From an optimization exercise on the open Yosys and OpenROAD flow, aimed at small area and a short achievable clock period; shortcuts taken in it are not production practice. The RTL was checked by simulation tests, not by an equivalence proof against the original design. Power figures rest on the tool's default switching activity, not on a simulated workload.

==> flow/design.v <==
`timescale 1ns/1ps
module channelTrigger (
	input logic clk_flash,
	input logic rstN,
	input logic [8-1:0] sample,  
	input logic [8-1:0] threshLow,  
	input logic [8-1:0] threshHigh,  
	input logic fallingEdge,  
	input logic [(10 + 1)-1:0] tot,  
	input logic dsGo,  
	output logic fire,  
	output logic inRange  
);
	localparam int CW = (10 + 1);
	function automatic logic gt(input logic [15:0] a, input logic [15:0] b);
		logic [15:0] g, e;
		for (int i = 0; i < 16; i++) begin
			g[i] = a[i] & ~b[i];
			e[i] = ~(g[i] | (~a[i] & b[i]));
		end
		for (int s = 1; s < 16; s = s * 2) begin
			for (int i = 0; i < 16; i = i + 2 * s) begin
				g[i] = g[i + s] | (e[i + s] & g[i]);
				e[i] = e[i + s] & e[i];
			end
		end
		gt = g[0];
	endfunction
	function automatic logic [CW-1:0] inc(input logic [CW-1:0] a);
		logic [CW-1:0] r;
		for (int i = 0; i < CW; i++) r[i] = a[i] ^ (&(a | ~((CW'(1) << i) - CW'(1))));
		inc = r;
	endfunction
	logic wasInRange;  
	logic edgeSeen;  
	logic levelHeld;  
	logic totStep;  
	logic limZero;  
	logic cntZero;  
	logic over;  
	logic clear;  
	logic step;  
	logic [CW-1:0] totCount;  
	assign edgeSeen = fallingEdge ? (wasInRange & ~inRange) : (inRange & ~wasInRange);
	assign levelHeld = inRange ^ fallingEdge;
	assign totStep = ~tot[CW-1] | dsGo;
	assign limZero = ~|tot[CW-2:0];
	assign cntZero = ~|totCount;
	assign over = gt(16'(totCount), 16'(tot[CW-2:0]));  
	assign clear = limZero | over | (~cntZero & totStep & ~levelHeld);
	assign step = cntZero ? edgeSeen : totStep;  
	always_ff @(posedge clk_flash) begin
		if (!rstN) begin
			inRange <= 1'b0;
			wasInRange <= 1'b0;
			fire <= 1'b0;
			totCount <= '0;
		end else begin
			inRange <= ~gt(16'(threshLow), 16'(sample)) & ~gt(16'(sample), 16'(threshHigh));
			wasInRange <= inRange;
			fire <= limZero ? edgeSeen : over;
			if (clear) begin
				totCount <= '0;
			end else if (step) begin
				totCount <= inc(totCount);
			end
		end
	end
endmodule
`timescale 1ns/1ps
module coincidenceTrigger (
	input logic clk_flash,
	input logic rstN,
	input logic [4-1:0] fire,  
	input logic [4-1:0] chanEnable,  
	input logic [1:0] coinReq,  
	input logic [8-1:0] holdTime,  
	input logic allowSameChan,  
	input logic dsGo,
	input logic noSelfTrig,  
	input logic isFirst,  
	input logic isLast,  
	input logic [1:0] trigIn,  
	output logic trigger,  
	output logic [1:0] trigOut  
);
	localparam int HW = 8;
	function automatic logic [HW-1:0] dec(input logic [HW-1:0] a);
		logic [HW-1:0] r;
		for (int i = 0; i < HW; i++) r[i] = a[i] ^ ~|(a & ((HW'(1) << i) - HW'(1)));
		dec = r;
	endfunction
	logic [HW-1:0] holdLeft [4];  
	logic [4-1:0] fired;  
	logic [4-1:0] running;  
	logic [4-1:0] held;  
	logic [4-1:0] chanHit;  
	logic selfTrig;
	logic goingLeft;  
	logic goingRight;  
	always_comb begin
		for (int i = 0; i < 4; i++) begin
			running[i] = |holdLeft[i];
			held[i] = chanEnable[i] & running[i];
		end
		for (int i = 0; i < 4; i++) begin
			logic o1, o2, o3, s;  
			logic [2:0] h;  
			h = (i == 0) ? held[3:1] : (i == 1) ? {held[3:2], held[0]} :
				(i == 2) ? {held[3], held[1:0]} : held[2:0];
			o1 = |h;
			o2 = (h[0] & h[1]) | (h[0] & h[2]) | (h[1] & h[2]);
			o3 = &h;
			s = allowSameChan & held[i];
			case (coinReq)
				2'd0: chanHit[i] = 1'b1;
				2'd1: chanHit[i] = o1 | s;
				2'd2: chanHit[i] = o2 | (s & o1);
				default: chanHit[i] = o3 | (s & o2);
			endcase
			chanHit[i] = chanHit[i] & chanEnable[i] & fired[i];
		end
	end
	always_ff @(posedge clk_flash) begin
		if (!rstN) begin
			fired <= '0;
			for (int i = 0; i < 4; i++) begin
				holdLeft[i] <= '0;
			end
		end else begin
			fired <= fire;
			for (int i = 0; i < 4; i++) begin
				if (fire[i]) begin
					holdLeft[i] <= holdTime;  
				end else if (dsGo && running[i]) begin
					holdLeft[i] <= dec(holdLeft[i]);  
				end
			end
		end
	end
	assign selfTrig = |chanHit;
	assign goingLeft = trigIn[0] & ~isFirst;
	assign goingRight = trigIn[1] & ~isLast;
	always_ff @(posedge clk_flash) begin
		if (!rstN) begin
			trigger <= 1'b0;
			trigOut <= '0;
		end else if (noSelfTrig) begin
			trigger <= trigIn[1];  
			trigOut <= {trigIn[1], 1'b0};
		end else begin
			trigger <= selfTrig | goingLeft | goingRight;
			trigOut <= {selfTrig | goingRight, selfTrig | goingLeft};
		end
	end
endmodule
`timescale 1ns/1ps
module acquireControl (
	input logic clk_flash,
	input logic rstN,
	input logic startTrigger,  
	input logic trigger,  
	input logic [10-1:0] triggerPoint,  
	input logic [10-1:0] nsmp,  
	input logic [5-1:0] downsample,  
	output logic dsGo,  
	output logic acquiring,
	output logic [10-1:0] wrAddress,  
	output logic [10-1:0] trigPointAddr,  
	output logic dataReady  
);
	localparam logic [1:0] INIT = 2'd0;  
	localparam logic [1:0] PREACQ = 2'd1;  
	localparam logic [1:0] WAITING = 2'd2;  
	localparam logic [1:0] POSTACQ = 2'd3;  
	localparam int DW = 22 + 1;
	localparam int AW = 10;
	function automatic logic [10-1:0] incA(input logic [10-1:0] a);
		logic [10-1:0] r;
		for (int i = 0; i < 10; i++)
			r[i] = a[i] ^ (&(a | ~((AW'(1) << i) - AW'(1))));
		incA = r;
	endfunction
	function automatic logic [22:0] incD(input logic [22:0] a);
		logic [22:0] r;
		for (int i = 0; i <= 22; i++)
			r[i] = a[i] ^ (&(a | ~((DW'(1) << i) - DW'(1))));
		incD = r;
	endfunction
	logic [1:0] state;
	logic [10-1:0] sampleCount;  
	logic [22:0] dsCount;
	logic [31:0] dsSel;  
	logic atTrigPoint;  
	logic atEnd;  
	logic postDone;  
	logic wrStep;  
	logic [10-1:0] wrNext;  
	logic trigCapture;  
	always_comb begin
		dsSel = {32{dsCount[22]}};  
		dsSel[22:1] = dsCount[22:1];
		dsSel[0] = 1'b1;
	end
	logic [3:0] dsLo;  
	logic [7:0] dsHi;  
	logic [7:0] dsGrp;  
	always_comb begin
		for (int i = 0; i < 4; i++) dsLo[i] = (downsample[1:0] == 2'(i));
		for (int h = 0; h < 8; h++) dsHi[h] = (downsample[4:2] == 3'(h));
		for (int h = 0; h < 8; h++) dsGrp[h] = |(dsSel[4*h +: 4] & dsLo);
	end
	assign dsGo = |(dsGrp & dsHi);
	assign atTrigPoint = (sampleCount == triggerPoint);
	assign atEnd = (sampleCount == nsmp);
	assign postDone = (state == POSTACQ) && atEnd;
	assign wrStep = dsGo && acquiring && !postDone;
	assign wrNext = wrStep ? incA(wrAddress) : wrAddress;
	always_ff @(posedge clk_flash) begin
		if (!rstN || dsGo) begin
			dsCount <= {{22{1'b0}}, 1'b1};
		end else begin
			dsCount <= incD(dsCount);
		end
	end
	always_ff @(posedge clk_flash) begin
		if (!rstN) begin
			state <= INIT;
			acquiring <= 1'b0;
			dataReady <= 1'b0;
			wrAddress <= '0;
			sampleCount <= '0;
		end else begin
			wrAddress <= wrNext;
			case (state)
				INIT: begin
					if (startTrigger) begin
						sampleCount <= '0;
						acquiring <= 1'b1;
						dataReady <= 1'b0;
						state <= PREACQ;
					end
				end
				PREACQ: begin
					if (atTrigPoint) begin
						state <= WAITING;
					end else if (dsGo) begin
						sampleCount <= incA(sampleCount);
					end
				end
				WAITING: begin
					if (trigger) begin
						sampleCount <= triggerPoint;
						state <= POSTACQ;
					end
				end
				default: begin
					if (atEnd) begin
						acquiring <= 1'b0;
						dataReady <= 1'b1;
						state <= INIT;
					end else if (dsGo) begin
						sampleCount <= incA(sampleCount);
					end
				end
			endcase
		end
	end
	always_ff @(posedge clk_flash) begin
		trigCapture <= rstN && state == WAITING && trigger;
		if (trigCapture) begin
			trigPointAddr <= wrAddress;
		end
	end
endmodule
`timescale 1ns/1ps
module sampleAverager (
	input logic clk_flash,
	input logic rstN,
	input logic [4*8-1:0] flashData,  
	input logic [4*8-1:0] samples,  
	input logic highRes,  
	input logic dsGo,
	input logic [5-1:0] downsample,
	output logic [4*8-1:0] dout  
);
	localparam int ACC_W = 8 + 5;  
	function automatic logic [ACC_W-1:0] add(input logic [ACC_W-1:0] a, input logic [8-1:0] b);
		logic [15:0] p, g, gg, pp;
		logic [ACC_W-1:0] r;
		p = 16'(a ^ ACC_W'(b));
		g = 16'(a & ACC_W'(b));
		gg = g;
		pp = p;
		for (int l = 0; l < 4; l++) begin
			for (int i = 0; i < 16; i++) begin
				if (((i >> l) & 1) == 1) begin
					gg[i] = gg[i] | (pp[i] & gg[((i >> l) << l) - 1]);
					pp[i] = pp[i] & pp[((i >> l) << l) - 1];
				end
			end
		end
		r[0] = p[0];
		for (int i = 1; i < ACC_W; i++) r[i] = p[i] ^ gg[i - 1];
		add = r;
	endfunction
	logic [ACC_W-1:0] accSum [4];
	logic [8-1:0] accShift [4];  
	logic [5-1:0] hrCount;  
	logic [5:0] shiftSel;  
	logic flush;  
	logic restart;  
	assign flush = dsGo || (&hrCount);  
	assign restart = !rstN || !highRes || flush;
	always_comb begin
		for (int k = 0; k < 5; k++) shiftSel[k] = (downsample == 5'(k));
		shiftSel[5] = (downsample >= 5'(5));
		for (int i = 0; i < 4; i++) begin
			accShift[i] = '0;
			for (int k = 0; k <= 5; k++)
				accShift[i] = accShift[i] | (accSum[i][k +: 8] & {8{shiftSel[k]}});
		end
	end
	always_ff @(posedge clk_flash) begin
		for (int i = 0; i < 4; i++) begin
			accSum[i] <= restart ? ACC_W'(flashData[i*8 +: 8]) :
				add(accSum[i], flashData[i*8 +: 8]);
		end
		if (!rstN) begin
			hrCount <= '0;
			dout <= '0;
		end else if (highRes) begin
			hrCount <= flush ? '0 : hrCount + 1'b1;
			for (int i = 0; i < 4; i++) begin
				if (flush) begin
					dout[i*8 +: 8] <= accShift[i];
				end
			end
		end else begin
			hrCount <= '0;
			dout <= samples;  
		end
	end
endmodule
`timescale 1ns/1ps
module scopeCore (
	input logic clk_flash,
	input logic rstN,
	input logic [4*8-1:0] flashData,  
	input logic [8-1:0] threshLow,  
	input logic [8-1:0] threshHigh,
	input logic fallingEdge,
	input logic [(10 + 1)-1:0] tot,
	input logic [4-1:0] chanEnable,
	input logic [1:0] coinReq,
	input logic [8-1:0] holdTime,
	input logic allowSameChan,
	input logic noSelfTrig,
	input logic isFirst,
	input logic isLast,
	input logic [1:0] trigIn,  
	input logic startTrigger,
	input logic [10-1:0] triggerPoint,
	input logic [10-1:0] nsmp,
	input logic [5-1:0] downsample,
	input logic highRes,
	output logic [1:0] trigOut,  
	output logic trigger,
	output logic [4-1:0] inRange,  
	output logic acquiring,
	output logic dataReady,
	output logic [10-1:0] wrAddress,
	output logic [10-1:0] trigPointAddr,
	output logic [4*8-1:0] dout  
);
	logic [4*8-1:0] samples;  
	logic [4-1:0] fire;
	logic dsGo;
	always_ff @(posedge clk_flash) begin
		samples <= flashData;  
	end
	for (genvar i = 0; i < 4; i++) begin : gChan
		channelTrigger uChan (
			.clk_flash(clk_flash),
			.rstN(rstN),
			.sample(samples[i*8 +: 8]),
			.threshLow(threshLow),
			.threshHigh(threshHigh),
			.fallingEdge(fallingEdge),
			.tot(tot),
			.dsGo(dsGo),
			.fire(fire[i]),
			.inRange(inRange[i])
		);
	end
	coincidenceTrigger uCoin (
		.clk_flash(clk_flash),
		.rstN(rstN),
		.fire(fire),
		.chanEnable(chanEnable),
		.coinReq(coinReq),
		.holdTime(holdTime),
		.allowSameChan(allowSameChan),
		.dsGo(dsGo),
		.noSelfTrig(noSelfTrig),
		.isFirst(isFirst),
		.isLast(isLast),
		.trigIn(trigIn),
		.trigger(trigger),
		.trigOut(trigOut)
	);
	acquireControl uAcq (
		.clk_flash(clk_flash),
		.rstN(rstN),
		.startTrigger(startTrigger),
		.trigger(trigger),
		.triggerPoint(triggerPoint),
		.nsmp(nsmp),
		.downsample(downsample),
		.dsGo(dsGo),
		.acquiring(acquiring),
		.wrAddress(wrAddress),
		.trigPointAddr(trigPointAddr),
		.dataReady(dataReady)
	);
	sampleAverager uAvg (
		.clk_flash(clk_flash),
		.rstN(rstN),
		.flashData(flashData),
		.samples(samples),
		.highRes(highRes),
		.dsGo(dsGo),
		.downsample(downsample),
		.dout(dout)
	);
endmodule
==> flow/flow/run.sh <==
#!/bin/bash
# Layout flow: the standard ORFS flow (standard synthesis included), with the
# ports buffered by a plain buffer instead of the weakest delay cell;
# nothing else changed.
set -euo pipefail
export BUFFER_PORTS_ARGS="-buffer_cell sky130_fd_sc_hd__buf_2"

bash standard.sh finish > make_finish.log 2>&1
==> flow/standard.sh <==
#!/bin/bash
# synth_recipe.tcl (not shown) runs the flow's synth.tcl, then flattens the netlist and writes it again
# the make line also repeats each setting of config.mk as NAME=value (left out here)
make -C /OpenROAD-flow-scripts/flow DESIGN_CONFIG=/design/flow/config.mk WORK_HOME=/design/flow/orfs CLKGATE_MAP_FILE= SYNTH_SCRIPT=/design/flow/synth_recipe.tcl "${@:-finish}"
==> flow/config.mk <==
export PLATFORM = sky130hd
export DESIGN_NAME = scopeCore
export DESIGN_NICKNAME = scopeCore
export VERILOG_FILES = /design/flow/design.v
export SDC_FILE = /design/flow/constraint.sdc
export NUM_CORES = 4
export LEC_CHECK = 0
export CAP_MARGIN = 20
export CORE_MARGIN = 2
export CORE_UTILIZATION = 60
export SETUP_SLACK_MARGIN = 3.1
export SLEW_MARGIN = 20
export TNS_END_PERCENT = 1
==> flow/constraint.sdc <==
create_clock -name core_clock -period 5.0 [get_ports {clk_flash}]
set_input_delay 1.0000 -clock core_clock [delete_from_list [all_inputs] [get_ports {clk_flash}]]
set_output_delay 1.0000 -clock core_clock [all_outputs]
set_load 0.01 [all_outputs]
==> results of run 1 <==
## flip-flops by register name, indices dropped and copies added, names as in the netlist, 10 cells and up
signal,flops
gChan.uChan.totCount,44
samples,32
uAcq.dsCount,23
uAcq.sampleCount,10
uAcq.trigPointAddr,10
uAcq.wrAddress,10
uAvg.accSum,52
uAvg.dout,32
uCoin.holdLeft,32
## stage by stage
step / cells / setup WS [ns] / hold slack (ns) / power [W]
4_1_cts: 2290 / 2.13 / 0.391 / 0.00679
2_1_floorplan: 1784 / 1.62 / 0.362 / 0.00404
3_3_place_gp: 2211 / 0.693 / 0.373 / 0.00448
6_report: 2305 / 2.05 / 0.386 / 0.00684
3_5_place_dp: 2212 / 0.629 / 0.377 / 0.00455
5_1_grt: 2304 / 2.01 / 0.398 / 0.00725
## layout by cell type (no fill, tap or decap), types with 9 or more instances in the layout
cell type  instances
buf_2            167
a21oi_1           90
a221oi_1          38
nor3_1            20
nand2_1          154
nor4_1            17
dfxtp_1          264
and2_1            11
or2_2             10
and3_1            36
mux2i_1           20
fa_1              12
a211oi_1          20
edfxtp_1          10
nand4_1           28
a222oi_1          32
a22o_1            33
a22oi_1           15
mux2_1            10
nor2_1           159
clkbuf_16         29
ha_1             175
o311ai_0          17
buf_4             32
xnor2_1           55
o21ai_0           50
nor2b_1           12
a21o_1            20
nand3_1           63
nand2b_1          17
inv_1            114
a311oi_1           9
xor2_1            51
## power by group
group / leakage (nW) / switching (W) / total, W / internal, W
Sequential: 2.27 / 0.000243 / 0.00267 / 0.00243
Combinational: 5.61 / 0.00118 / 0.00204 / 0.000862
Clock: 0.459 / 0.000869 / 0.00213 / 0.00126
Total: 8.34 / 0.00229 / 0.00684 / 0.00455
## final cells by class
| class | count | area [sq um] |
|---|---|---|
| sequential | 274 | 5590 |
| tap | 335 | 419 |
| inverter | 115 | 432 |
| antenna | 1 | 2.50 |
| clock buffer | 38 | 790 |
| multi-input combinational | 1310 | 9750 |
| fill | 2058 | 7440 |
| timing repair buffer | 219 | 1430 |
| clock inverter | 13 | 143 |
## final timing paths
check / end / slack (ns) / cells past startpoint
worst min-delay path: uAcq.dsCount[0]$_SDFF_PP1_ / 0.39 / 1
worst max-delay path: uAvg.dout[1]$_SDFFE_PN0P_ / 2.05 / 11
worst max register to register: uAvg.accSum[3][4]$_DFF_P_ / 2.24 / 8
worst min register to register: uAcq.dsCount[0]$_SDFF_PP1_ / 0.39 / 1
## metal layers
metal  up-vias  part of all wire, %
met3       106                  7.2
met5         -                0.026
met1      6554                   43
met4         2                  4.0
met2       598                   45
li1       6835                    -
## cells by family after synthesis
kind of cell             count (synthesis)  share of synthesized area, %
XOR/XNOR                               106                          5.86
AND/OR/NAND/NOR                        569                          17.3
multiplexers                            36                          2.46
AO/OA/AOI/OAI                          405                          18.6
buffers and inverters                  206                          5.14
flip-flops                             274                          35.3
adder cells (fa/ha/maj)                188                          15.4
## worst max-delay path, stage by stage
cell	delay, ns
buf_12	0.09
mux4_2	0.48
and3b_2	0.21
or4_4	0.44
o31ai_4	0.24
buf_12	0.15
buf_12	0.11
buf_6	0.11
a21oi_4	0.13
buf_12	0.24
a22o_1	0.18
## repair_timing
action                                  4_1_cts  5_1_grt
buffers inserted                             18       12
pin swaps                                     9        8
endpoints found under the setup margin      282      282
hold buffers                                  0        0
resized for setup                            42       21
gates cloned                                  9        2
==> results.sh, run 1 <==
export IMPL_postRouteAntennaNets=0
export IMPL_p_leak_nw=8.34
export IMPL_io_buffer_count=169
export IMPL_clock_path_buffers=3
export IMPL_cts_buffers=29
export IMPL_ys_types=71
export IMPL_htreeDepth=1
export IMPL_fp_dieW_um=166
export IMPL_synth_area_sq_mm=0.0158
export IMPL_gr_usage_all_layers_pct=29.5
export IMPL_synthTopCellsByCount="dfxtp_1, ha_1, nor2_1"
export IMPL_grt_start_max_net_pins=65
export IMPL_fin_skew_ns=0.0171
export IMPL_numClockSinks=274
export IMPL_peakVddDrop_mv=0.358
export IMPL_dr_pass1_iters=7
export IMPL_max_cap_violations=0
export IMPL_start_util_pct=61.0
export IMPL_synth_top_cell_area_share_pct=33.4
export IMPL_clk_pin_slew_ns=0.06
export IMPL_wirelength_um=42500
export IMPL_synth_edf_count=10
export IMPL_drc_errors=0
export IMPL_crit_start="downsample[0]"
export IMPL_final_nets=2245
export IMPL_drive_above_1_share_pct=16.4
export IMPL_avgSynthCellArea_sq_um=8.88
export IMPL_critPathLaunchType="input pin"
export IMPL_grtUsageMet2_pct=48.5
export IMPL_post_synth_top_count_cell="dfxtp_1"
export IMPL_crit_type="in2reg"
export IMPL_required_ns=5.45
export IMPL_place_area_sq_mm=0.0169
export IMPL_worst_pin_slew_ns=0.718
export IMPL_synth_flop_cell="dfxtp_1"
export IMPL_dp_hpwl_um=27400
export IMPL_slew_headroom_pct=52.1
export IMPL_syn_nets=2080
export IMPL_met1_usage_pct=39.3
export IMPL_slew_viol_final=0
export IMPL_die_height_um=166
export IMPL_detail_route_iter0_violations=1330
export IMPL_yosys_top_cells_area="dfxtp_1, ha_1, nor2_1, nand2_1, xnor2_1"
export IMPL_yosys_warnings=8
export IMPL_insertion_delay_ns=0.56
export IMPL_r2r_start="uAvg.hrCount[0]$_SDFF_PP0_"
export IMPL_synth_cells=1784
export IMPL_finalCriticalPeriod_ns=2.95
export IMPL_cts_tree="built"
export IMPL_fin_crit_sh_pct=58.9
export IMPL_critPathCaptureType="register"
export IMPL_final_util_pct=71.4
export IMPL_clock_fmax_ghz=0.340
export IMPL_rows=59
export IMPL_via_per_inst=6.11
export IMPL_synth_top_cell_by_area="dfxtp_1"
export IMPL_grt_antenna_before_repair=2
export IMPL_use_met3_pct=5.01
export IMPL_pin_count=170
export IMPL_design_area_sq_mm=0.0185
export IMPL_crit_fanout=8
export IMPL_worstHoldStart="uAcq.dsCount[0]$_SDFF_PP1_"
export IMPL_power_density_mw_per_mm2=369
export IMPL_core_sq_mm=0.0260
export IMPL_setup_viol=0
export IMPL_grt_pass1_vias=13200
export IMPL_overflow=0
export IMPL_gr_max_usage_layer="met2"
export IMPL_cts_root_buf="clkbuf_16"
export IMPL_wire_per_inst_um=18.4
export IMPL_cp_data_arrival_time_ns=3.39
export IMPL_synthArstFlopShare_pct=0
export IMPL_gp_congestion=0.848
export IMPL_rsz0062_at_grt="yes"
export IMPL_syn_to_final_growth_pct=17.1
export IMPL_hold_viol=0
export IMPL_ys_seq_area_share_pct=35.3
export IMPL_status="no timing/DRC/antenna violations"
export IMPL_fp_dieArea_sq_mm=0.0277
export IMPL_grt_pass1_wl_um=68000
export IMPL_vias=14100
export IMPL_setup_tns_ns=0
export IMPL_hp_class="reg2reg"
export IMPL_synth_seq_cells=274
==> inputs of run 2 (changes only) <==
--- a/flow/config.mk
+++ b/flow/config.mk
@@ -6,4 +6,5 @@
 export NUM_CORES = 4
 export LEC_CHECK = 0
+export ABC_AREA = 1
 export CAP_MARGIN = 20
 export CORE_MARGIN = 2
==> results.sh, run 2 <==
export IMPL_status="no timing/DRC/antenna violations"
export IMPL_clk_pin_slew_ns=0.07
export IMPL_grt_pass1_wl_um=78300
export IMPL_power_frac_seq_pct=38.9
export IMPL_gp_congestion=0.927
export IMPL_internal_power_w=0.00441
export IMPL_grt_start_max_net_pins=37
export IMPL_fin_cells=2931
export IMPL_final_nets=2825
export IMPL_post_synth_top_count_cell="nand2_1"
export IMPL_slowest_delay_ns=0.39
export IMPL_synth_top_cell_by_area="dfxtp_1"
export IMPL_core_sq_mm=0.0277
export IMPL_largest_register_ff_count=52
export IMPL_r2r_slack_ns=2.95
export IMPL_hold_viol=0
export IMPL_rsz0062_at_grt="yes"
export IMPL_fin_skew_ns=0.0166
export IMPL_drc_errors=0
export IMPL_syn_to_final_growth_pct=19.8
export IMPL_cts_tree="built"
export IMPL_wire_per_inst_um=16.9
export IMPL_vias=16700
export IMPL_die_height_um=172
export IMPL_max_cap_violations=0
export IMPL_synth_seq_cells=274
export IMPL_crit_fanout=3
export IMPL_syn_nets=2646
export IMPL_finalCriticalPeriod_ns=2.11
export IMPL_htreeDepth=1
export IMPL_critPathCaptureType="primary output"
export IMPL_crit_type="reg2out"
export IMPL_cp_data_arrival_time_ns=1.11
export IMPL_largestRegisters="uAvg.accSum: 52 flops, gChan.uChan.totCount: 44 flops"
export IMPL_numClockSinks=274
export IMPL_fin_ws_ns=2.89
export IMPL_pin_count=170
export IMPL_gr_usage_all_layers_pct=32.9
export IMPL_overflow=0
export IMPL_most_common_layout_cells="nand2_1, inv_1, dfxtp_1, a21oi_1, nor2_1"
export IMPL_slowest_stage="dfxtp_1"
export IMPL_pre_cts_ws_ns=1.63
export IMPL_p_sw_share_pct=32.3
export IMPL_fp_dieW_um=172
export IMPL_io_buffer_count=169
export IMPL_cpLargestDelayFamily="flip-flops"
export IMPL_wirelength_um=49400
export IMPL_setup_viol=0
export IMPL_slew_viol_final=0
export IMPL_worst_pin_slew_ns=0.688
export IMPL_dr_pass1_iters=7
export IMPL_largest_register="uAvg.accSum"
export IMPL_cts_root_buf="clkbuf_16"
export IMPL_p_leak_nw=9.59
export IMPL_place_area_sq_mm=0.0181
export IMPL_power_density_mw_per_mm2=323
export IMPL_comb_power_share_pct=24.9
export IMPL_slew_headroom_pct=54.1
export IMPL_clock_fmax_ghz=0.474
export IMPL_fillers=2254
export IMPL_switchingPower_w=0.00211
export IMPL_grt_pass1_vias=15800
export IMPL_rows=61
export IMPL_cts_hold_buf=0
export IMPL_setup_tns_ns=0
export IMPL_cts_buffers=30
export IMPL_placed_cells=2830
export IMPL_avgSynthCellArea_sq_um=7.18
export IMPL_ys_types=51
export IMPL_via_per_inst=5.70
export IMPL_synth_edf_count=10
export IMPL_fin_crit_sh_pct=42.2
export IMPL_synthArstFlopShare_pct=0
export IMPL_synth_top_cell_area_share_pct=31.3
export IMPL_drive_above_1_share_pct=16.8
export IMPL_pwr_share_clk_pct=36.3
export IMPL_cp_cell_sequence="buf_2"
export IMPL_synth_cells=2350
export IMPL_crit_buf_inv=1
export IMPL_peakVddDrop_mv=0.356
export IMPL_design_area_sq_mm=0.0202
export IMPL_clock_path_buffers=3
export IMPL_yosys_top_cells_area="dfxtp_1, ha_1, nand2_1, inv_1, a21oi_1"
export IMPL_detail_route_iter0_violations=1117
export IMPL_required_ns=4.00
export IMPL_synthTopCellsByCount="nand2_1, inv_1, dfxtp_1"
export IMPL_grt_antenna_before_repair=2
export IMPL_start_util_pct=60.9
export IMPL_holdWs_ns=0.408
export IMPL_hp_class="reg2reg"
export IMPL_insertion_delay_ns=0.56
export IMPL_fp_dieArea_sq_mm=0.0295
export IMPL_synth_area_sq_mm=0.0169
export IMPL_critPathLaunchType="register"
export IMPL_mostFrequentLayoutCell="nand2_1"
export IMPL_dp_hpwl_um=34800
export IMPL_yosys_warnings=8
export IMPL_postRouteAntennaNets=0
export IMPL_ys_seq_area_share_pct=33.1
export IMPL_synth_flop_cell="dfxtp_1"
run 2: cell types whose count changed after synthesis, moves of 33 or more:
cell     change
and3_1      -34
nand3_1    +132
a21oi_1    +108
nand2_1    +402
o21ai_0     +42
a22o_1      -33
inv_1      +155
run 2: metrics by stage:
step,utilization (%),total power [W]
2_1_floorplan,-,0.00361
3_3_place_gp,65.5,0.00394
3_5_place_dp,65.5,0.00399
4_1_cts,72.3,0.00648
5_1_grt,73.0,0.00684
6_report,73.0,0.00652
run 2: cell type report:
type,count,area [sq um],share of cell area [%]
Clock inverter,15,216,1.07
Sequential cell,274,5620,27.8
Timing Repair Buffer,221,1510,7.44
Tap cell,378,473,2.34
Multi-Input combinational cell,1720,10400,51.7
Antenna cell,1,2.50,0.0124
Timing Repair inverter,2,13.8,0.0681
Inverter,280,1100,5.44
Clock buffer,40,840,4.15
run 2: metal layers:
| layer | wire (um) | share of wire [%] | global-route usage, % |
|---|---|---|---|
| met2 | 23900 | 48 | 57.7 |
| met4 | 1680 | 3.4 | 11.8 |
| met1 | 20400 | 41 | 41.6 |
| met3 | 3480 | 7.0 | 4.00 |
| met5 | 0 | 0 | 0 |
run 2: repair_timing:
item,4_1_cts,5_1_grt
gates resized for setup,120,37
endpoints found under the setup margin,275,279
buffers inserted,35,1
pin swaps,16,9
gates cloned,6,3
run 2: cell families after synthesis:
family	after synthesis	synth area share (%)
buffers and inverters	361	8.64
flip-flops	274	33.1
AO/OA/AOI/OAI	428	14.4
XOR/XNOR	72	3.74
adder cells (fa/ha/maj)	187	14.4
AND/OR/NAND/NOR	1028	25.7
run 2: final timing paths:
check                              startpoint                           to  cells past startpoint
setup / recovery  uAcq.acquiring$_SDFFE_PN0P_                    acquiring                      1
hold / removal     uAcq.dsCount[0]$_SDFF_PP1_   uAcq.dsCount[0]$_SDFF_PP1_                      1
setup reg to reg   uAcq.dsCount[1]$_SDFF_PP0_  uAcq.dsCount[16]$_SDFF_PP0_                     12
hold reg to reg    uAcq.dsCount[0]$_SDFF_PP1_   uAcq.dsCount[0]$_SDFF_PP1_                      1
run 2: power groups by stage:
stage          Sequential (W)  Combinational, W  Clock [W]
3_5_place_dp          0.00257           0.00142          0
4_1_cts               0.00252           0.00157    0.00239
3_3_place_gp          0.00256           0.00138          0
2_1_floorplan         0.00252           0.00109          0
5_1_grt               0.00255           0.00182    0.00247
6_report              0.00253           0.00162    0.00236
==> inputs of run 3 (changes only) <==
--- a/flow/config.mk
+++ b/flow/config.mk
@@ -10,4 +10,5 @@
 export CORE_MARGIN = 2
 export CORE_UTILIZATION = 60
+export PLACE_DENSITY = 0.7
 export SETUP_SLACK_MARGIN = 3.1
 export SLEW_MARGIN = 20
==> results.sh, run 3 <==
export IMPL_status="no timing/DRC/antenna violations"
export IMPL_cp_cell_sequence="buf_2"
export IMPL_slowest_delay_ns=0.39
export IMPL_yosys_top_cells_area="dfxtp_1, ha_1, nand2_1, inv_1, a21oi_1"
export IMPL_fin_skew_ns=0.0166
export IMPL_io_buffer_count=169
export IMPL_worst_pin_slew_ns=0.688
export IMPL_r2r_end="uAcq.dsCount[16]$_SDFF_PP0_"
export IMPL_slew_headroom_pct=54.1
export IMPL_grt_antenna_before_repair=2
export IMPL_grt_pass1_vias=15800
export IMPL_hp_class="reg2reg"
export IMPL_ys_types=51
export IMPL_avgSynthCellArea_sq_um=7.18
export IMPL_max_cap_violations=0
export IMPL_worstHoldStart="uAcq.dsCount[0]$_SDFF_PP1_"
export IMPL_synth_seq_cells=274
export IMPL_drive_above_1_share_pct=16.8
export IMPL_cts_root_buf="clkbuf_16"
export IMPL_grt_start_max_net_pins=37
export IMPL_crit_type="reg2out"
export IMPL_die_height_um=172
export IMPL_numClockSinks=274
export IMPL_p_sw_share_pct=32.3
export IMPL_largestRegisters="uAvg.accSum: 52 flops, gChan.uChan.totCount: 44 flops"
export IMPL_critPathLaunchType="register"
export IMPL_clk_pin_slew_ns=0.07
export IMPL_cp_data_arrival_time_ns=1.11
export IMPL_required_ns=4.00
export IMPL_min_path_cells=1
export IMPL_pwr_share_clk_pct=36.3
export IMPL_clock_fmax_ghz=0.474
export IMPL_yosys_warnings=8
export IMPL_synth_top_cell_area_share_pct=31.3
export IMPL_critPathCaptureType="primary output"
export IMPL_synth_top_cell_by_area="dfxtp_1"
export IMPL_rsz0062_at_grt="yes"
export IMPL_cts_hold_buf=0
export IMPL_gp_congestion=0.927
export IMPL_gr_usage_all_layers_pct=32.9
export IMPL_synth_edf_count=10
export IMPL_overflow=0
export IMPL_via_per_inst=5.70
export IMPL_crit_fanout=3
export IMPL_setup_tns_ns=0
export IMPL_rows=61
export IMPL_fp_dieArea_sq_mm=0.0295
export IMPL_worst_path_stages=1
export IMPL_clock_path_buffers=3
export IMPL_p_leak_nw=9.59
export IMPL_finalCriticalPeriod_ns=2.11
export IMPL_slew_viol_final=0
export IMPL_wirelength_um=49400
export IMPL_fp_dieW_um=172
export IMPL_mostFrequentLayoutCell="nand2_1"
export IMPL_grt_pass1_wl_um=78300
export IMPL_syn_to_final_growth_pct=19.8
export IMPL_switchingPower_w=0.00211
export IMPL_power_frac_seq_pct=38.9
export IMPL_largest_register="uAvg.accSum"
export IMPL_reg2reg_depth=12
export IMPL_dp_hpwl_um=34800
export IMPL_synth_flop_cell="dfxtp_1"
export IMPL_comb_power_share_pct=24.9
export IMPL_core_sq_mm=0.0277
export IMPL_postRouteAntennaNets=0
export IMPL_post_synth_top_count_cell="nand2_1"
export IMPL_dr_pass1_iters=7
export IMPL_cts_tree="built"
export IMPL_internal_power_w=0.00441
export IMPL_detail_route_iter0_violations=1117
export IMPL_syn_nets=2646
export IMPL_synth_cells=2350
export IMPL_cpLargestDelayFamily="flip-flops"
export IMPL_r2r_start="uAcq.dsCount[1]$_SDFF_PP0_"
export IMPL_synthArstFlopShare_pct=0
export IMPL_synthTopCellsByCount="nand2_1, inv_1, dfxtp_1"
export IMPL_holdWs_ns=0.408
export IMPL_vias=16700
export IMPL_start_util_pct=60.9
export IMPL_htreeDepth=1
export IMPL_ys_seq_area_share_pct=33.1
export IMPL_peakVddDrop_mv=0.356
export IMPL_r2r_slack_ns=2.95
export IMPL_final_nets=2825
export IMPL_insertion_delay_ns=0.56
export IMPL_power_density_mw_per_mm2=323
export IMPL_wire_per_inst_um=16.9
export IMPL_fin_crit_sh_pct=42.2
export IMPL_min_to="uAcq.dsCount[0]$_SDFF_PP1_"
export IMPL_setup_viol=0
export IMPL_total_power_w=0.00652
export IMPL_slowest_stage="dfxtp_1"
export IMPL_cts_buffers=30
export IMPL_largest_register_ff_count=52
export IMPL_drc_errors=0
export IMPL_crit_buf_inv=1
export IMPL_most_common_layout_cells="nand2_1, inv_1, dfxtp_1, a21oi_1, nor2_1"
export IMPL_synth_area_sq_mm=0.0169
export IMPL_hold_viol=0
export IMPL_pin_count=170
## run 3: what timing repair did
action	in CTS	in global routing
gates cloned	6	3
resized for setup	120	37
endpoints found under the setup margin	275	279
pin swaps	16	9
setup buffers	35	1
## run 3: area by class of cell
| type | instances | area, sq um |
|---|---|---|
| antenna | 1 | 2.50 |
| tap | 378 | 473 |
| clock inverter | 15 | 216 |
| timing repair buffer | 221 | 1510 |
| timing repair inverter | 2 | 13.8 |
| fill | 2254 | 7490 |
| inverter | 280 | 1100 |
| clock buffer | 40 | 840 |
| sequential | 274 | 5620 |
| multi-input combinational | 1720 | 10400 |
## run 3: worst max path at each step
stage | from | end
floorplan | downsample[0] | uAvg.accSum[0][3]$_DFF_P_
global placement | downsample[1] | gChan[1].uChan.totCount[1]$_SDFFE_PP0P_
detailed placement | downsample[1] | gChan[2].uChan.totCount[3]$_SDFFE_PP0P_
CTS | uAcq.trigPointAddr[6]$_DFFE_PP_ | trigPointAddr[6]
global route | downsample[1] | gChan[2].uChan.totCount[1]$_SDFFE_PP0P_
finish | uAcq.acquiring$_SDFFE_PN0P_ | acquiring
## run 3: kinds of logic after synthesis
family | after synthesis | synth area share, %
simple gates | 1028 | 25.7
compound gates | 428 | 14.4
buf+inv | 361 | 8.64
flops | 274 | 33.1
fa+ha+maj | 187 | 14.4
xor+xnor | 72 | 3.74
## run 3: power groups by stage
stage | Sequential, W | Combinational [W] | Clock (W)
detailed placement | 0.00257 | 0.00142 | 0
CTS | 0.00252 | 0.00157 | 0.00239
global route | 0.00255 | 0.00182 | 0.00247
finish | 0.00253 | 0.00162 | 0.00236
floorplan | 0.00252 | 0.00109 | 0
global placement | 0.00256 | 0.00138 | 0
## run 3: routing by layer
metal	vias to the layer above	routed length, um	GRT usage, %	part of all wire, %
met1	7765	20400	41.6	41
met2	634	23900	57.7	48
met3	135	3480	4.00	7.0
met5	-	0	0	0
met4	0	1680	11.8	3.4
li1	8169	-	-	-
## run 3: through the flow
stage	util, %	setup WS, ns	instances	area, sq um
2_1_floorplan	-	2.65	2350	17200
3_3_place_gp	65.5	1.67	2830	18100
3_5_place_dp	65.5	1.63	2830	18100
4_1_cts	72.3	2.90	2926	20000
5_1_grt	73.0	2.81	2931	20200
6_report	73.0	2.89	2931	20200
==> inputs of run 4 (changes only) <==
--- a/flow/config.mk
+++ b/flow/config.mk
@@ -10,5 +10,5 @@
 export CORE_MARGIN = 2
 export CORE_UTILIZATION = 60
-export PLACE_DENSITY = 0.7
+export CTS_CLUSTER_SIZE = 40
 export SETUP_SLACK_MARGIN = 3.1
 export SLEW_MARGIN = 20
==> results.sh, run 4 <==
export IMPL_status="no timing/DRC/antenna violations"
export IMPL_grt_pass1_wl_um=78700
export IMPL_use_met3_pct=3.70
export IMPL_crit_buf_inv=5
export IMPL_worst_path_stages=11
export IMPL_ys_types=51
export IMPL_grt_antenna_before_repair=3
export IMPL_finalCriticalPeriod_ns=2.16
export IMPL_start_util_pct=60.9
export IMPL_min_to="uAcq.dsCount[0]$_SDFF_PP1_"
export IMPL_dr_pass1_iters=6
export IMPL_synth_flop_cell="dfxtp_1"
export IMPL_worstHoldStart="uAcq.dsCount[0]$_SDFF_PP1_"
export IMPL_drc_errors=0
export IMPL_slew_viol_final=0
export IMPL_holdWs_ns=0.408
export IMPL_pre_cts_ws_ns=1.63
export IMPL_clock_fmax_ghz=0.462
export IMPL_synth_seq_cells=274
export IMPL_gp_congestion=0.927
export IMPL_mostFrequentLayoutCell="nand2_1"
export IMPL_via_per_inst=5.75
export IMPL_hold_viol=0
export IMPL_fin_cells=2951
export IMPL_grt_start_max_net_pins=37
export IMPL_cts_hold_buf=0
export IMPL_final_nets=2845
export IMPL_io_buffer_count=169
export IMPL_r2r_slack_ns=2.90
export IMPL_synth_top_cell_by_area="dfxtp_1"
export IMPL_pin_count=170
export IMPL_met1_usage_pct=41.9
export IMPL_fin_crit_sh_pct=43.3
export IMPL_cpLargestDelayFamily="buffers and inverters"
export IMPL_crit_fanout=24
export IMPL_cts_buffers=30
export IMPL_fin_ws_ns=2.84
export IMPL_grtUsageMet2_pct=58.0
export IMPL_dp_hpwl_um=34800
export IMPL_largest_register_ff_count=52
export IMPL_largest_register="uAvg.accSum"
export IMPL_power_density_mw_per_mm2=324
export IMPL_synth_cells=2350
export IMPL_avgSynthCellArea_sq_um=7.18
export IMPL_core_sq_mm=0.0277
export IMPL_fp_dieW_um=172
export IMPL_slowest_delay_ns=0.32
export IMPL_grt_pass1_vias=15800
export IMPL_most_common_layout_cells="nand2_1, inv_1, dfxtp_1, a21oi_1, nor2_1"
export IMPL_post_synth_top_count_cell="nand2_1"
export IMPL_clock_path_buffers=3
export IMPL_slew_headroom_pct=54.2
export IMPL_htreeDepth=1
export IMPL_max_cap_violations=0
export IMPL_fp_dieArea_sq_mm=0.0295
export IMPL_rows=61
export IMPL_detail_route_iter0_violations=1138
export IMPL_critPathLaunchType="input pin"
export IMPL_min_path_cells=1
export IMPL_synth_area_sq_mm=0.0169
export IMPL_worst_pin_slew_ns=0.687
export IMPL_wire_per_inst_um=17.2
export IMPL_crit_type="in2reg"
export IMPL_insertion_delay_ns=0.56
export IMPL_synth_top_cell_area_share_pct=31.3
export IMPL_gr_usage_all_layers_pct=33.1
export IMPL_synthTopCellsByCount="nand2_1, inv_1, dfxtp_1"
export IMPL_clk_pin_slew_ns=0.06
export IMPL_p_leak_nw=9.78
export IMPL_largestRegisters="uAvg.accSum: 52 flops, gChan.uChan.totCount: 44 flops"
export IMPL_fin_skew_ns=0.00736
export IMPL_wirelength_um=50900
export IMPL_required_ns=5.43
export IMPL_synthArstFlopShare_pct=0
export IMPL_yosys_warnings=8
export IMPL_setup_tns_ns=0
export IMPL_postRouteAntennaNets=0
export IMPL_gr_max_usage_layer="met2"
export IMPL_cts_root_buf="clkbuf_16"
export IMPL_overflow=0
export IMPL_synth_edf_count=10
export IMPL_setup_viol=0
export IMPL_r2r_start="gChan[2].uChan.totCount[0]$_SDFFE_PP0P_"
export IMPL_total_power_w=0.00666
export IMPL_die_height_um=172
export IMPL_drive_above_1_share_pct=17.9
export IMPL_hp_class="reg2reg"
export IMPL_peakVddDrop_mv=0.300
export IMPL_syn_to_final_growth_pct=21.9
export IMPL_cp_data_arrival_time_ns=2.60
export IMPL_cp_cell_sequence="buf_2 -> inv_2 -> nand2_2 -> inv_1 -> nand2_1 -> buf_4 -> clkinv_4 -> nand2_1 -> o221ai_1 -> o211ai_1 -> nand2_1"
export IMPL_slowest_stage="o211ai_1"
export IMPL_ys_seq_area_share_pct=33.1
export IMPL_vias=17000
export IMPL_critPathCaptureType="register"
export IMPL_worst_path_most_repeated_cell="nand2_1"
export IMPL_fillers=2210
export IMPL_numClockSinks=274
export IMPL_yosys_top_cells_area="dfxtp_1, ha_1, nand2_1, inv_1, a21oi_1"
export IMPL_reg2reg_depth=9
export IMPL_syn_nets=2646
export IMPL_placed_cells=2830
export IMPL_r2r_end="gChan[2].uChan.totCount[2]$_SDFFE_PP0P_"
export IMPL_rsz0062_at_grt="yes"
export IMPL_cts_tree="built"
[run 4: cell counts after synthesis]
Identical to the previous run, type by type.
[run 4: layout make-up]
class / count / area [sq um] / area share (%)
clock buffer: 40 / 840 / 4.08
multi-input combinational: 1729 / 10600 / 51.7
sequential: 274 / 5620 / 27.3
clock inverter: 14 / 236 / 1.15
timing repair buffer: 232 / 1660 / 8.04
antenna: 2 / 5.00 / 0.0243
tap: 378 / 473 / 2.30
inverter: 280 / 1110 / 5.39
timing repair inverter: 2 / 13.8 / 0.0669
[run 4: what timing repair did]
item | CTS | global route
setup buffers | 36 | 7
cloned | 10 | 12
setup endpoints to repair | 275 | 283
pin swaps | 23 | 23
resized for setup | 132 | 52
[run 4: layer usage]
layer | routed length (um) | vias to the layer above | part of all wire (%)
li1 | - | 8239 | -
met1 | 20900 | 7918 | 41
met2 | 24600 | 683 | 48
met3 | 3570 | 133 | 7.0
met4 | 1780 | 0 | 3.5
met5 | 0 | - | 0
[run 4: kinds of logic after synthesis]
| logic type | count (synthesis) | share of synthesized area [%] |
|---|---|---|
| buffers and inverters | 361 | 8.64 |
| flip-flops | 274 | 33.1 |
| XOR/XNOR | 72 | 3.74 |
| AO/OA/AOI/OAI | 428 | 14.4 |
| adder cells (fa/ha/maj) | 187 | 14.4 |
| AND/OR/NAND/NOR | 1028 | 25.7 |
[run 4: worst reg2reg max path: cells and delay by family, from the launching register on]
kind	cells	cell delay [ns]
flip-flops	1	0.34
AO/OA/AOI/OAI	1	0.14
adder cells (fa/ha/maj)	1	0.16
AND/OR/NAND/NOR	6	1.29
buffers and inverters	1	0.09
[run 4: worst max-delay path by stage]
stage | start | endpoint | slack, ns
after global routing | uAcq.dsCount[0]$_SDFF_PP1_ | uAcq.dsCount[17]$_SDFF_PP0_ | 2.72
after detailed placement | downsample[1] | gChan[2].uChan.totCount[3]$_SDFFE_PP0P_ | 1.63
after CTS | uAcq.dsCount[1]$_SDFF_PP0_ | uAcq.dsCount[17]$_SDFF_PP0_ | 2.90
after global placement | downsample[1] | gChan[1].uChan.totCount[1]$_SDFFE_PP0P_ | 1.67
after floorplan | downsample[0] | uAvg.accSum[0][3]$_DFF_P_ | 2.65
final | downsample[2] | uAvg.dout[2]$_SDFFE_PN0P_ | 2.84
[run 4: per-stage QoR]
stage                     utilization (%)  instance area, sq um
final                                74.3                 20600
after global routing                 74.3                 20600
after CTS                            72.7                 20100
after detailed placement             65.5                 18100
after global placement               65.5                 18100
after floorplan                         -                 17200
[run 4: where the power goes]
part           total, W  internal (W)  switching (W)
clock           0.00241       0.00149       0.000921
sequential      0.00253       0.00235       0.000184
combinational   0.00172      0.000662        0.00106
==> inputs of run 5 (changes only) <==
--- a/flow/config.mk
+++ b/flow/config.mk
@@ -10,5 +10,5 @@
 export CORE_MARGIN = 2
 export CORE_UTILIZATION = 60
-export CTS_CLUSTER_SIZE = 40
+export CTS_CLUSTER_SIZE = 12
 export SETUP_SLACK_MARGIN = 3.1
 export SLEW_MARGIN = 20
==> results.sh, run 5 <==
export IMPL_grt_pass1_wl_um=77900
export IMPL_slew_viol_final=0
export IMPL_rows=61
export IMPL_largest_register="uAvg.accSum"
export IMPL_routed_wl_met2_um=24200
export IMPL_total_power_w=0.00638
export IMPL_largest_register_ff_count=52
export IMPL_clock_fmax_ghz=0.474
export IMPL_required_ns=4.00
export IMPL_dr_pass1_iters=6
export IMPL_die_height_um=172
export IMPL_wirelength_um=50000
export IMPL_pin_count=170
export IMPL_synthTopCellsByCount="nand2_1, inv_1, dfxtp_1"
export IMPL_fin_crit_sh_pct=42.2
export IMPL_synth_edf_count=10
export IMPL_most_common_layout_cells="nand2_1, inv_1, dfxtp_1, a21oi_1, nor2_1"
export IMPL_synth_seq_cells=274
export IMPL_io_buffer_count=169
export IMPL_clock_path_buffers=3
export IMPL_r2r_slack_ns=2.99
export IMPL_crit_type="reg2out"
export IMPL_yosys_top_cells_area="dfxtp_1, ha_1, nand2_1, inv_1, a21oi_1"
export IMPL_slew_headroom_pct=63.2
export IMPL_drive_above_1_share_pct=17.1
export IMPL_peakVddDrop_mv=0.302
export IMPL_synth_top_cell_area_share_pct=31.3
export IMPL_final_nets=2830
export IMPL_cts_hold_buf=0
export IMPL_grt_start_max_net_pins=37
export IMPL_vias=16800
export IMPL_gr_usage_all_layers_pct=32.8
export IMPL_cpLargestDelayFamily="flip-flops"
export IMPL_synth_top_cell_by_area="dfxtp_1"
export IMPL_mostFrequentLayoutCell="nand2_1"
export IMPL_detail_route_iter0_violations=1192
export IMPL_ys_seq_area_share_pct=33.1
export IMPL_wire_per_inst_um=17.0
export IMPL_grt_antenna_before_repair=4
export IMPL_rsz0062_at_grt="yes"
export IMPL_yosys_warnings=8
export IMPL_grt_pass1_vias=15700
export IMPL_synth_flop_cell="dfxtp_1"
export IMPL_design_area_sq_mm=0.0203
export IMPL_fp_dieArea_sq_mm=0.0295
export IMPL_clk_pin_slew_ns=0.06
export IMPL_htreeDepth=1
export IMPL_cts_tree="built"
export IMPL_status="no timing/DRC/antenna violations"
export IMPL_p_leak_nw=9.62
export IMPL_insertion_delay_ns=0.56
export IMPL_power_density_mw_per_mm2=314
export IMPL_cts_root_buf="clkbuf_16"
export IMPL_fin_skew_ns=0.0156
export IMPL_crit_fanout=3
export IMPL_setup_viol=0
export IMPL_cts_buffers=30
export IMPL_largestRegisters="uAvg.accSum: 52 flops, gChan.uChan.totCount: 44 flops"
export IMPL_hold_viol=0
export IMPL_fin_cells=2935
export IMPL_cp_data_arrival_time_ns=1.11
export IMPL_final_util_pct=73.3
export IMPL_critPathLaunchType="register"
export IMPL_synthArstFlopShare_pct=0
export IMPL_wl_met1_um=20600
export IMPL_dp_hpwl_um=34800
export IMPL_post_synth_top_count_cell="nand2_1"
export IMPL_slowest_delay_ns=0.39
export IMPL_overflow=0
export IMPL_setup_tns_ns=0
export IMPL_ys_types=51
export IMPL_place_area_sq_mm=0.0181
export IMPL_fp_dieW_um=172
export IMPL_drc_errors=0
export IMPL_postRouteAntennaNets=0
export IMPL_finalCriticalPeriod_ns=2.11
export IMPL_syn_nets=2646
export IMPL_gp_congestion=0.927
export IMPL_numClockSinks=274
export IMPL_route_met3_wl_um=3560
export IMPL_via_per_inst=5.71
export IMPL_worst_pin_slew_ns=0.551
export IMPL_hp_class="reg2reg"
export IMPL_slowest_stage="dfxtp_1"
export IMPL_synth_area_sq_mm=0.0169
export IMPL_start_util_pct=60.9
export IMPL_avgSynthCellArea_sq_um=7.18
export IMPL_fillers=2219
export IMPL_placed_cells=2830
export IMPL_maxUsedRoutingLayer="met4"
export IMPL_syn_to_final_growth_pct=20.3
export IMPL_critPathCaptureType="primary output"
export IMPL_core_sq_mm=0.0277
export IMPL_synth_cells=2350
export IMPL_cp_cell_sequence="buf_2"
export IMPL_max_cap_violations=0
export IMPL_crit_buf_inv=1
==> run 5: cell type report <==
cell class                      count  area (sq um)  share of cell area [%]
Clock buffer                       44           885                    4.36
Antenna cell                        3          7.51                  0.0370
Timing Repair inverter              2          13.8                  0.0678
Tap cell                          378           473                    2.33
Multi-Input combinational cell   1719         10500                    51.6
Timing Repair Buffer              227          1610                    7.92
Clock inverter                      8          96.3                   0.475
Inverter                          280          1110                    5.48
Sequential cell                   274          5620                    27.7
==> run 5: through the flow <==
| step | setup slack, ns | hold WS [ns] |
|---|---|---|
| floorplan | 2.65 | 0.370 |
| global placement | 1.67 | 0.381 |
| detailed placement | 1.63 | 0.397 |
| CTS | 2.90 | 0.413 |
| global route | 2.81 | 0.420 |
| finish | 2.89 | 0.406 |
==> run 5: what timing repair did <==
item                       in CTS  in global routing
gates cloned                    6                  5
gates resized for setup       120                 57
setup endpoints to repair     275                280
setup buffers                  36                  3
pin swaps                      16                 15
==> run 5: worst paths after layout <==
path | start | end | cells past startpoint
worst max register to register | gChan[3].uChan.totCount[0]$_SDFFE_PP0P_ | gChan[3].uChan.totCount[9]$_SDFFE_PP0P_ | 9
worst max-delay path | uAcq.acquiring$_SDFFE_PN0P_ | acquiring | 1
worst min-delay path | uAcq.dsCount[0]$_SDFF_PP1_ | uAcq.dsCount[0]$_SDFF_PP1_ | 1
worst min register to register | uAcq.dsCount[0]$_SDFF_PP1_ | uAcq.dsCount[0]$_SDFF_PP1_ | 1
==> run 5: logic make-up after synthesis <==
| kind of cell | share of synthesized area (%) |
|---|---|
| DFF | 33.1 |
| adders and majority gates | 14.4 |
| AOI/OAI and AO/OA | 14.4 |
| xor gates and xnor gates | 3.74 |
| buffers and inverters | 8.64 |
| and+or+nand+nor | 25.7 |
==> run 5: where the power goes <==
part	switching [W]	total, W	internal (W)	leakage (nW)
clock network	0.000891	0.00221	0.00132	0.482
logic	0.00100	0.00164	0.000633	6.88
registers	0.000183	0.00253	0.00235	2.27
total	0.00208	0.00638	0.00430	9.62
==> run 5: metal layers <==
metal / GRT usage, % / vias to the layer above
met3: 4.12 / 135
li1: - / 8181
met5: 0.348 / -
met4: 12.3 / 0
met2: 57.2 / 629
met1: 41.4 / 7823
==> inputs of run 6 (changes only) <==
--- a/flow/config.mk
+++ b/flow/config.mk
@@ -10,5 +10,5 @@
 export CORE_MARGIN = 2
 export CORE_UTILIZATION = 60
-export CTS_CLUSTER_SIZE = 12
+export GPL_ROUTABILITY_DRIVEN = 0
 export SETUP_SLACK_MARGIN = 3.1
 export SLEW_MARGIN = 20
==> results.sh, run 6 <==
export IMPL_status="no timing/DRC/antenna violations"
export IMPL_fin_skew_ns=0.0213
export IMPL_syn_to_final_growth_pct=20.4
export IMPL_slew_headroom_pct=60.4
export IMPL_peakVddDrop_mv=0.288
export IMPL_core_sq_mm=0.0277
export IMPL_required_ns=5.46
export IMPL_slowest_stage="clkinvlp_4"
export IMPL_clock_fmax_ghz=0.458
export IMPL_synth_top_cell_by_area="dfxtp_1"
export IMPL_pin_count=170
export IMPL_total_power_w=0.00635
export IMPL_final_nets=2837
export IMPL_via_per_inst=5.69
export IMPL_critPathCaptureType="register"
export IMPL_ys_types=51
export IMPL_cts_buffers=31
export IMPL_cp_data_arrival_time_ns=2.64
export IMPL_hp_class="reg2reg"
export IMPL_grt_pass1_vias=15500
export IMPL_worst_pin_slew_ns=0.593
export IMPL_slowest_delay_ns=0.38
export IMPL_synth_edf_count=10
export IMPL_grt_start_max_net_pins=49
export IMPL_cts_tree="built"
export IMPL_setup_tns_ns=0
export IMPL_numClockSinks=274
export IMPL_largest_register="uAvg.accSum"
export IMPL_synthTopCellsByCount="nand2_1, inv_1, dfxtp_1"
export IMPL_cp_cell_sequence="buf_4 -> clkinvlp_4 -> buf_4 -> a21oi_1 -> nand4_1 -> nand3_1 -> nand2_1"
export IMPL_slew_viol_final=0
export IMPL_rows=61
export IMPL_dr_pass1_iters=6
export IMPL_rsz0062_at_grt="yes"
export IMPL_synth_flop_cell="dfxtp_1"
export IMPL_yosys_warnings=8
export IMPL_critPathLaunchType="input pin"
export IMPL_synth_top_cell_area_share_pct=31.3
export IMPL_vias=16800
export IMPL_overflow=0
export IMPL_fp_dieArea_sq_mm=0.0295
export IMPL_most_common_layout_cells="nand2_1, inv_1, dfxtp_1, a21oi_1, nor2_1"
export IMPL_cts_hold_buf=0
export IMPL_postRouteAntennaNets=0
export IMPL_max_cap_violations=0
export IMPL_io_buffer_count=169
export IMPL_crit_fanout=31
export IMPL_die_height_um=172
export IMPL_synth_cells=2350
export IMPL_cts_root_buf="clkbuf_16"
export IMPL_worst_path_most_repeated_cell="buf_4"
export IMPL_insertion_delay_ns=0.57
export IMPL_htreeDepth=1
export IMPL_detail_route_iter0_violations=1292
export IMPL_crit_type="in2reg"
export IMPL_clk_pin_slew_ns=0.06
export IMPL_hold_viol=0
export IMPL_largest_register_ff_count=52
export IMPL_wire_per_inst_um=16.7
export IMPL_power_density_mw_per_mm2=313
export IMPL_start_util_pct=60.9
export IMPL_drive_above_1_share_pct=17.3
export IMPL_drc_errors=0
export IMPL_clock_path_buffers=3
export IMPL_avgSynthCellArea_sq_um=7.18
export IMPL_grt_antenna_before_repair=5
export IMPL_dp_hpwl_um=34300
export IMPL_fin_crit_sh_pct=43.6
export IMPL_finalCriticalPeriod_ns=2.18
export IMPL_largestRegisters="uAvg.accSum: 52 flops, gChan.uChan.totCount: 44 flops"
export IMPL_p_leak_nw=9.68
export IMPL_holdWs_ns=0.418
export IMPL_post_synth_top_count_cell="nand2_1"
export IMPL_synth_seq_cells=274
export IMPL_grt_pass1_wl_um=77600
export IMPL_cpLargestDelayFamily="buffers and inverters"
export IMPL_gr_usage_all_layers_pct=32.8
export IMPL_wirelength_um=49200
export IMPL_crit_buf_inv=3
export IMPL_yosys_top_cells_area="dfxtp_1, ha_1, nand2_1, inv_1, a21oi_1"
export IMPL_synth_area_sq_mm=0.0169
export IMPL_fp_dieW_um=172
export IMPL_mostFrequentLayoutCell="nand2_1"
export IMPL_syn_nets=2646
export IMPL_ys_seq_area_share_pct=33.1
export IMPL_synthArstFlopShare_pct=0
export IMPL_setup_viol=0
## run 6: changes by cell type in the layout (fill, tap and decap cells not counted), moves of 4 or more
| cell | delta |
|---|---|
| buf_2 | -4 |
| nand2_8 | -8 |
| buf_16 | +4 |
| dfxtp_1 | -5 |
| clkinv_2 | +6 |
| buf_4 | +15 |
| nand2_1 | +4 |
| a21oi_2 | -4 |
## run 6: cell families after synthesis
kind of cell / after synthesis / share of synthesized area, %
and+or+nand+nor: 1028 / 25.7
adders and majority gates: 187 / 14.4
DFF: 274 / 33.1
AOI/OAI and AO/OA: 428 / 14.4
buffers and inverters: 361 / 8.64
xor gates and xnor gates: 72 / 3.74
## run 6: worst paths after layout
path                                                 start                                to  slack (ns)  cells after the start
worst max-delay path                               highRes        uAvg.dout[20]$_SDFFE_PN0P_        2.82                      7
worst min-delay path            uAcq.dsCount[0]$_SDFF_PP1_        uAcq.dsCount[0]$_SDFF_PP1_        0.42                      1
worst max register to register  uAcq.state[0]$_SDFFE_PN0P_  uAcq.sampleCount[8]$_SDFFE_PN0P_        2.92                     10
worst min register to register  uAcq.dsCount[0]$_SDFF_PP1_        uAcq.dsCount[0]$_SDFF_PP1_        0.42                      1
## run 6: metal layers
metal	routed length (um)	GRT usage (%)	up-vias
met4	2470	15.8	0
met3	3950	5.27	174
met5	0	0	-
met1	19700	40.5	7692
met2	23000	55.6	707
li1	-	-	8208
## run 6: layout make-up
cell class | instances | area, sq um
Multi-Input combinational cell | 1717 | 10400
Fill cell | 2220 | 7380
Sequential cell | 274 | 5630
Timing Repair Buffer | 235 | 1680
Inverter | 280 | 1120
Clock buffer | 40 | 860
Tap cell | 378 | 473
Clock inverter | 17 | 144
Timing Repair inverter | 2 | 12.5
Antenna cell | 5 | 12.5
## run 6: through the flow
step,utilization [%],instances,setup WS (ns),cell area (sq um)
2_1_floorplan,-,2350,2.65,17200
3_3_place_gp,65.4,2829,1.61,18100
3_5_place_dp,65.4,2829,1.52,18100
4_1_cts,72.8,2936,2.92,20200
5_1_grt,73.4,2948,2.76,20300
6_report,73.4,2948,2.82,20300
## run 6: power breakdown
part           switching, W  internal [W]
combinational      0.000967      0.000615
sequential         0.000181       0.00235
clock              0.000931       0.00131
total               0.00208       0.00428
## run 6: timing repair
action	CTS	global route
gates cloned	10	1
pin swaps	18	16
setup endpoints to repair	281	275
resized for setup	147	20
buffers inserted	40	6
==> inputs of run 7 (changes only) <==
--- a/flow/config.mk
+++ b/flow/config.mk
@@ -10,6 +10,5 @@
 export CORE_MARGIN = 2
 export CORE_UTILIZATION = 60
-export GPL_ROUTABILITY_DRIVEN = 0
 export SETUP_SLACK_MARGIN = 3.1
 export SLEW_MARGIN = 20
-export TNS_END_PERCENT = 1
+export TNS_END_PERCENT = 0
==> results.sh, run 7 <==
export IMPL_post_synth_top_count_cell="nand2_1"
export IMPL_wire_per_inst_um=17.3
export IMPL_dp_hpwl_um=34400
export IMPL_htreeDepth=1
export IMPL_max_cap_violations=0
export IMPL_yosys_top_cells_area="dfxtp_1, ha_1, nand2_1, inv_1, a21oi_1"
export IMPL_gr_usage_all_layers_pct=33.1
export IMPL_slew_viol_final=0
export IMPL_reg2reg_depth=12
export IMPL_status="no timing/DRC/antenna violations"
export IMPL_cts_hold_buf=0
export IMPL_internal_power_w=0.00439
export IMPL_switchingPower_w=0.00211
export IMPL_peakVddDrop_mv=0.265
export IMPL_muxShareOfSynthArea_pct=0
export IMPL_comb_power_share_pct=26.0
export IMPL_clock_path_buffers=3
export IMPL_largest_register="uAvg.accSum"
export IMPL_fin_cells=2928
export IMPL_grt_pass1_wl_um=78700
export IMPL_synth_area_sq_mm=0.0169
export IMPL_synthTopCellsByCount="nand2_1, inv_1, dfxtp_1"
export IMPL_critPathLaunchType="input pin"
export IMPL_drc_errors=0
export IMPL_design_area_sq_mm=0.0204
export IMPL_wirelength_um=50800
export IMPL_synth_fa_ha_area_share_pct=14.4
export IMPL_syn_to_final_growth_pct=20.6
export IMPL_avgSynthCellArea_sq_um=7.18
export IMPL_grt_antenna_before_repair=2
export IMPL_largestRegisters="uAvg.accSum: 52 flops, gChan.uChan.totCount: 44 flops"
export IMPL_crit_type="in2reg"
export IMPL_dr_pass1_iters=6
export IMPL_r2r_end="uAcq.sampleCount[9]$_SDFFE_PN0P_"
export IMPL_synth_top_cell_area_share_pct=31.3
export IMPL_critPathCapture="gChan[3].uChan.totCount[6]$_SDFFE_PP0P_"
export IMPL_start_util_pct=60.9
export IMPL_critPathCaptureType="register"
export IMPL_p_sw_share_pct=32.4
export IMPL_worst_pin_slew_ns=0.592
export IMPL_pre_cts_ws_ns=1.60
export IMPL_crit_start="downsample[1]"
export IMPL_io_buffer_count=169
export IMPL_synth_seq_cells=274
export IMPL_clk_pin_slew_ns=0.06
export IMPL_detail_route_iter0_violations=1283
export IMPL_grt_pass1_vias=16000
export IMPL_fin_ws_ns=2.83
export IMPL_synth_top_family_by_area="simple AND/OR/NAND/NOR gates"
export IMPL_fin_skew_ns=0.00708
export IMPL_synth_compound_area_share_pct=14.4
export IMPL_r2r_slack_ns=2.90
export IMPL_grt_start_max_net_pins=49
export IMPL_p_leak_nw=9.66
export IMPL_slew_headroom_pct=60.5
export IMPL_ys_seq_area_share_pct=33.1
export IMPL_core_sq_mm=0.0277
export IMPL_cts_buffers=29
export IMPL_final_util_pct=73.5
export IMPL_pwr_share_clk_pct=35.0
export IMPL_rsz0062_at_grt="yes"
export IMPL_synth_xor_area_share_pct=3.74
export IMPL_fp_dieW_um=172
export IMPL_largest_register_ff_count=52
export IMPL_syn_nets=2646
export IMPL_drive_above_1_share_pct=17.5
export IMPL_required_ns=5.44
export IMPL_pin_count=170
export IMPL_most_common_layout_cells="nand2_1, inv_1, dfxtp_1, a21oi_1"
export IMPL_synth_simple_area_share_pct=25.7
export IMPL_r2r_start="uAcq.sampleCount[0]$_SDFFE_PN0P_"
export IMPL_cts_tree="built"
export IMPL_synth_cells=2350
export IMPL_setup_tns_ns=0
export IMPL_insertion_delay_ns=0.55
export IMPL_synth_top_cell_by_area="dfxtp_1"
export IMPL_final_nets=2829
export IMPL_synth_flop_cell="dfxtp_1"
export IMPL_overflow=0
export IMPL_synth_edf_count=10
export IMPL_fp_dieArea_sq_mm=0.0295
export IMPL_rows=61
export IMPL_die_height_um=172
export IMPL_mostFrequentLayoutCell="nand2_1"
export IMPL_numClockSinks=274
export IMPL_power_frac_seq_pct=39.0
export IMPL_synthArstFlopShare_pct=0
export IMPL_clock_fmax_ghz=0.460
export IMPL_ys_types=51
export IMPL_postRouteAntennaNets=0
export IMPL_cp_data_arrival_time_ns=2.61
export IMPL_yosys_warnings=8
export IMPL_hold_viol=0
export IMPL_gp_congestion=0.946
export IMPL_vias=16800
export IMPL_power_density_mw_per_mm2=319
export IMPL_via_per_inst=5.74
export IMPL_finalCriticalPeriod_ns=2.17
export IMPL_placed_cells=2828
export IMPL_worstHoldStart="uAcq.dsCount[0]$_SDFF_PP1_"
export IMPL_setup_viol=0
export IMPL_place_area_sq_mm=0.0181
export IMPL_crit_fanout=13
export IMPL_fin_crit_sh_pct=43.5
export IMPL_cts_root_buf="clkbuf_16"
export IMPL_hp_class="reg2reg"
## run 7: cell counts after synthesis
No cell type changed its count.
## run 7: power by group through the flow
stage          registers (W)  clock network, W  logic (W)
2_1_floorplan        0.00252                 0    0.00109
3_5_place_dp         0.00257                 0    0.00142
5_1_grt              0.00255           0.00238    0.00188
3_3_place_gp         0.00256                 0    0.00138
4_1_cts              0.00252           0.00229    0.00156
6_report             0.00254           0.00228    0.00169
## run 7: kinds of logic (layout without fill, tap and decap cells)
family | count (synthesis) | count (layout)
AND/OR/NAND/NOR | 1028 | 1037
AO/OA/AOI/OAI | 428 | 428
buffers and inverters | 361 | 550
flip-flops | 274 | 274
adder cells (fa/ha/maj) | 187 | 187
XOR/XNOR | 72 | 72
other | 0 | 2
## run 7: worst min-delay path by stage
stage,slack (ns),endpoint,cells past startpoint
3_5_place_dp,0.38,uAcq.dsCount[0]$_SDFF_PP1_,1
2_1_floorplan,0.37,uAcq.dsCount[0]$_SDFF_PP1_,1
4_1_cts,0.40,uAcq.dsCount[0]$_SDFF_PP1_,1
6_report,0.40,uAcq.dsCount[0]$_SDFF_PP1_,1
5_1_grt,0.42,uAcq.dsCount[0]$_SDFF_PP1_,1
3_3_place_gp,0.38,uAcq.dsCount[0]$_SDFF_PP1_,1
## run 7: per-layer routing
| metal | vias to the layer above | share of wire, % | global-route usage (%) |
|---|---|---|---|
| met3 | 139 | 7.7 | 5.22 |
| met2 | 680 | 48 | 56.9 |
| li1 | 8186 | - | - |
| met4 | 0 | 3.0 | 11.3 |
| met5 | - | 0 | 0 |
| met1 | 7809 | 41 | 42.1 |
## run 7: worst max-delay path, cell delays in order
cell and delay, ns:
buf_12 0.13, inv_4 0.09, nor2_1 0.05, nand2_1 0.06, nand3_1 0.08, nand2_1 0.10
nand2_2 0.06, nor2_4 0.17, buf_6 0.13, nand3_4 0.13, buf_12 0.20, nand2_8 0.14
nand2_8 0.10, nand2_2 0.09, a21oi_2 0.05
## run 7: area by class of cell
| type | instances | area [sq um] |
|---|---|---|
| clock inverter | 13 | 214 |
| fill | 2248 | 7350 |
| tap | 378 | 473 |
| inverter | 280 | 1130 |
| multi-input combinational | 1724 | 10600 |
| timing repair buffer | 224 | 1530 |
| antenna | 2 | 5.00 |
| sequential | 274 | 5610 |
| clock buffer | 33 | 771 |
## run 7: metrics by stage
stage	total power, W	hold slack, ns
3_5_place_dp	0.00399	0.385
4_1_cts	0.00638	0.399
6_report	0.00650	0.399
2_1_floorplan	0.00361	0.370
5_1_grt	0.00681	0.418
3_3_place_gp	0.00395	0.381
## run 7: what timing repair did
| action | CTS | global route |
|---|---|---|
| gates cloned | 4 | 10 |
| buffers inserted | 27 | 11 |
| resized for setup | 123 | 69 |
| pin swaps | 12 | 20 |
| setup endpoints to repair | 276 | 278 |

[what the ideal ports hide]
The flow's constraints put no driver on any port. The routed layouts listed below were extracted and timed again, unchanged, in two steps. Step 1, drivers: a clkbuf_16 drives clk_flash and a buf_2 each remaining input, both assumed. Step 2 also shifts input and output timing later by t, the mid clock arrival at the registers, as if the neighbouring blocks saw the same clock. Three values: no drivers, after step 1, after step 2; two values: the first two.
| run | t, ns | setup slack, ns | hold slack, ns |
|---|---|---|---|
| run 1 | 0.596 | 2.055 / 2.040 / 1.444 | 0.386 / 0.386 / 0.386 |
| run 2 | 0.608 | 2.891 / 2.839 / 2.291 | 0.408 / 0.408 / 0.408 |
| run 3 | 0.608 | 2.891 / 2.839 / 2.291 | 0.408 / 0.408 / 0.408 |
| run 4 | 0.603 | 2.836 / 2.785 / 2.182 | 0.408 / 0.408 / 0.408 |
| run 5 | 0.610 | 2.889 / 2.835 / 2.265 | 0.406 / 0.406 / 0.406 |
| run 6 | 0.615 | 2.818 / 2.741 / 2.126 | 0.418 / 0.418 / 0.418 |
| run 7 | 0.601 | 2.827 / 2.806 / 2.204 | 0.399 / 0.399 / 0.399 |
After both steps setup and hold are still met in every run listed. The setup slack of run 6, which loses most, moves by -0.077 ns with the drivers and by -0.692 ns with both steps.
